From an optimization exercise on the open Yosys and OpenROAD flow, aimed at small area; shortcuts taken in it are not production practice.
Only simulation tests tie the RTL to the original design; equivalence was not proved.
No activity file was given, so power comes from the tool's default toggle rates.

==> flow/design.v (excerpt) <==
module diagonal_buffer #(
	parameter int PIXEL_WIDTH = pixel_pkg::PIXEL_WIDTH,
	parameter int NARROW_WIDTH = pixel_pkg::NARROW_WIDTH,
	parameter int WIDE_WIDTH = pixel_pkg::WIDE_WIDTH,
	parameter int NARROW_LANES = diag_buffer_pkg::NARROW_LANES,
	parameter int WIDE_LANES = diag_buffer_pkg::WIDE_LANES,
	parameter int DEPTH = diag_buffer_pkg::DELAY_DEPTH
) (
	input logic clock,
	input logic rst,
	input logic enable,
	input logic signed [NARROW_LANES-1:0][NARROW_WIDTH-1:0] narrow_samples,
	input logic signed [WIDE_LANES-1:0][WIDE_WIDTH-1:0] wide_samples,
	output logic [NARROW_LANES+WIDE_LANES-1:0][PIXEL_WIDTH-1:0] pixels
);
For scale: ~2200 flip-flops, ~500 I/O pins, roughly 62000 µm² of cells after synthesis.
clock: 4.0 ns
lec_check: 0
cap_margin: 20
core_margin: 2
core_utilization: 55
slew_margin: 20
synth_hierarchical: 1
standard.sh (not shown) runs the stock make flow with config.mk's settings and CLKGATE_MAP_FILE= SYNTH_SCRIPT=/design/flow/synth_recipe.tcl, a recipe that flattens the netlist after the stock synthesis.
==> flow/flow/run.sh <==
#!/bin/bash
# Standard layout, with the port buffers made from the smallest buffer cell
# and larger clock sink clusters.
set -euo pipefail
bash standard.sh \
  BUFFER_PORTS_ARGS="-buffer_cell sky130_fd_sc_hd__buf_1" \
  CTS_ARGS="-sink_clustering_enable -repair_clock_nets -sink_clustering_size 50 -sink_clustering_max_diameter 60 -dont_use_dummy_load" \
  finish > standard_flow.log 2>&1
==> next run, changes <==
--- a/flow/flow/run.sh
+++ b/flow/flow/run.sh
@@ -7 +7 @@
-  CTS_ARGS="-sink_clustering_enable -repair_clock_nets -sink_clustering_size 50 -sink_clustering_max_diameter 60 -dont_use_dummy_load" \
+  CTS_ARGS="-sink_clustering_enable -repair_clock_nets -sink_clustering_size 20 -sink_clustering_max_diameter 45 -buf_list sky130_fd_sc_hd__clkbuf_8 -root_buf sky130_fd_sc_hd__clkbuf_16 -tree_buf sky130_fd_sc_hd__clkbuf_16 -sink_clustering_buffer sky130_fd_sc_hd__clkbuf_8 -dont_use_dummy_load" \
--- a/flow/config.mk
+++ b/flow/config.mk
@@ -10 +10 @@
-export CORE_UTILIZATION = 55
+export CORE_UTILIZATION = 40
First-iteration DRC count shrinks by 1.2%.
Worst setup slack is worse by 0.027 ns.
Count of clock-buffer cells in the layout came out higher by 47.
Power went down by 3.9%.
Cell area hardly moves.
Hold slack got worse by 0.063 ns.
Non-clock buffer count climbs by 1.
Wire length rises by 5.4%.


Another version of the RTL of diagonal_buffer (not shown whole).
For scale: roughly 5000 cells after synthesis, ~2200 flip-flops, roughly 500 I/O pins, roughly 68000 um^2 of cells after synthesis.
clock: 4.0 ns
lec_check: 0
cap_margin: 20
core_margin: 2
core_utilization: 40
slew_margin: 20
synth_hierarchical: 1
==> flow/flow/run.sh <==
#!/bin/bash
# Standard layout, with the port buffers made from the smallest buffer cell
# and larger clock sink clusters.
set -euo pipefail
bash standard.sh \
  BUFFER_PORTS_ARGS="-buffer_cell sky130_fd_sc_hd__buf_1" \
  CTS_ARGS="-sink_clustering_enable -repair_clock_nets -sink_clustering_size 30 -sink_clustering_max_diameter 60" \
  finish > standard_flow.log 2>&1
The first run finished with timing, DRC and antenna clean.
Then changed:
==> flow/run.sh (new file) <==
#!/bin/bash
# synth_recipe.tcl (not shown) runs the flow's synth.tcl, then flattens the netlist and writes it again
# the make line also repeats each setting of config.mk as NAME=value (left out here)
make -C /OpenROAD-flow-scripts/flow DESIGN_CONFIG=/design/flow/config.mk WORK_HOME=/design/flow/orfs CLKGATE_MAP_FILE= SYNTH_SCRIPT=/design/flow/synth_recipe.tcl finish
Settings changed: CTS_BUF_LIST set to sky130_fd_sc_hd__clkbuf_4.
removed: flow/flow/run.sh
removed: flow/standard.sh
=>
- synthesized area does not change
- flip-flop and latch count stays the same
- combinational power is higher by a quarter to a third
- power is higher by a little under a tenth
Then changed:
==> flow/flow/run.sh (new file) <==
#!/bin/bash
# Standard layout, with the port buffers made from the smallest buffer cell.
set -euo pipefail
bash standard.sh \
  BUFFER_PORTS_ARGS="-buffer_cell sky130_fd_sc_hd__buf_1" \
  finish > standard_flow.log 2>&1
==> flow/standard.sh (new file) <==
#!/bin/bash
# synth_recipe.tcl (not shown) runs the flow's synth.tcl, then flattens the netlist and writes it again
# the make line also repeats each setting of config.mk as NAME=value (left out here)
make -C /OpenROAD-flow-scripts/flow DESIGN_CONFIG=/design/flow/config.mk WORK_HOME=/design/flow/orfs CLKGATE_MAP_FILE= SYNTH_SCRIPT=/design/flow/synth_recipe.tcl "${@:-finish}"
Settings changed: CTS_BUF_LIST sky130_fd_sc_hd__clkbuf_4 to unset.
removed: flow/run.sh
Total power grows by 2.6%.
Global-route usage shrinks by 0.73 points.
Synthesized cell count does not change.
Then changed:
==> flow/flow/run.sh (replaced) <==
#!/bin/bash
# Standard layout, with the port buffers made from the smallest buffer cell
# and larger clock sink clusters.
set -euo pipefail
bash standard.sh \
  BUFFER_PORTS_ARGS="-buffer_cell sky130_fd_sc_hd__buf_1" \
  CTS_ARGS="-sink_clustering_enable -repair_clock_nets -sink_clustering_size 30 -sink_clustering_max_diameter 60 -dont_use_dummy_load" \
  finish > standard_flow.log 2>&1
The changed run produced a clean layout.
Via count fell by 2.4%.
Wire length is lower by 2.4%.
Die area does not change.
Sequential share of layout area came out higher by 3.1 points.
Sequential cell count stays the same.
Clock skew increases by 0.086 ns.
Power went down by 18%.
Worst setup slack gains 0.13 ns.
Clock power fell by 39%.
Then changed:
==> flow/run.sh (new file) <==
#!/bin/bash
# synth_recipe.tcl (not shown) runs the flow's synth.tcl, then flattens the netlist and writes it again
# the make line also repeats each setting of config.mk as NAME=value (left out here)
make -C /OpenROAD-flow-scripts/flow DESIGN_CONFIG=/design/flow/config.mk WORK_HOME=/design/flow/orfs CLKGATE_MAP_FILE= SYNTH_SCRIPT=/design/flow/synth_recipe.tcl finish
removed: flow/flow/run.sh
removed: flow/standard.sh
After rerunning: The changed run finished with timing, DRC and antenna clean. Core utilization rose by 4.5 points. Non-clock buffer count came out higher by 24. Design area goes up by 11%. Fmax went down by 17%. Die area does not change. Worst setup slack degrades by 0.47 ns. Worst hold slack improved by 0.21 ns. Sequential share of layout area drops by 5.9 points.
Then changed:
==> flow/flow/run.sh (new file) <==
#!/bin/bash
# Standard layout, with the port buffers made from the smallest buffer cell
# and larger clock sink clusters.
set -euo pipefail
bash standard.sh \
  BUFFER_PORTS_ARGS="-buffer_cell sky130_fd_sc_hd__buf_1" \
  CTS_ARGS="-sink_clustering_enable -repair_clock_nets -sink_clustering_size 40 -sink_clustering_max_diameter 50 -dont_use_dummy_load" \
  finish > standard_flow.log 2>&1
==> flow/standard.sh (new file) <==
#!/bin/bash
# synth_recipe.tcl (not shown) runs the flow's synth.tcl, then flattens the netlist and writes it again
# the make line also repeats each setting of config.mk as NAME=value (left out here)
make -C /OpenROAD-flow-scripts/flow DESIGN_CONFIG=/design/flow/config.mk WORK_HOME=/design/flow/orfs CLKGATE_MAP_FILE= SYNTH_SCRIPT=/design/flow/synth_recipe.tcl "${@:-finish}"
Settings changed: ABC_AREA set to 1, CORE_UTILIZATION 40 to 65.
removed: flow/run.sh
The changed run completed with no timing, DRC or antenna violations.
Die area falls by 35%.
Total power falls by 17%.
Clock power falls by 36%.
Cell count rises by 41%.
Via count rises by 30%.
Area after synthesis rises by 5.8%.
Worst hold slack loses 0.16 ns.
Setup slack gains 0.53 ns.
Count of clock-buffer cells in the layout falls by 154.
Sequential power stays flat.

-- re-timing with driven ports --
Ports are ideal in the flow. The routed layouts listed here were re-timed in OpenROAD.
Step 1: set_driving_cell puts a clkbuf_16 on clock and a buf_2 on each other input, an assumption about the parent block.
Step 2, shift: input delay + t, output delay - t, t = (earliest + latest rising clock arrival at the registers) / 2. This alone moves slack from input paths to output paths.
Three values: ideal ports, drivers, drivers and shift; two values: the first two.
| run | t, ns | setup slack, ns | worst setup path at the end | worst data-port slew with drivers (ns) | cell pins on the clock port's net |
|---|---|---|---|---|---|
| the first run of note 1 | 0.788 | 0.573 / 0.495 / 1.284 | register to output | 0.12 | 1 |
| the second run of note 1 | 0.805 | 0.546 / 0.476 / 1.119 | input to register | 0.20 | 1 |
| the first run of note 2 | 0.816 | 1.685 / 1.610 / 1.148 | input to register | 0.11 | 1 |
| the second run of note 2 | 1.335 | 0.824 / 0.752 / 0.801 | input to register | 0.10 | 1 |
| the third run of note 2 | 0.896 | 1.598 / 1.525 / 1.143 | input to register | 0.10 | 1 |
| the fourth run of note 2 | 0.778 | 1.725 / 1.650 / 1.140 | input to register | 0.10 | 1 |
| the fifth run of note 2 | 0.896 | 1.255 / 1.180 / 1.032 | input to register | 0.10 | 1 |
| the sixth run of note 2 | 0.807 | 1.786 / 1.710 / 1.221 | input to register | 0.15 | 1 |
After both steps every run listed still meets setup and hold. For the fourth run of note 2, which loses most, drivers alone change the setup slack by -0.075 ns; drivers and shift together by -0.585 ns.
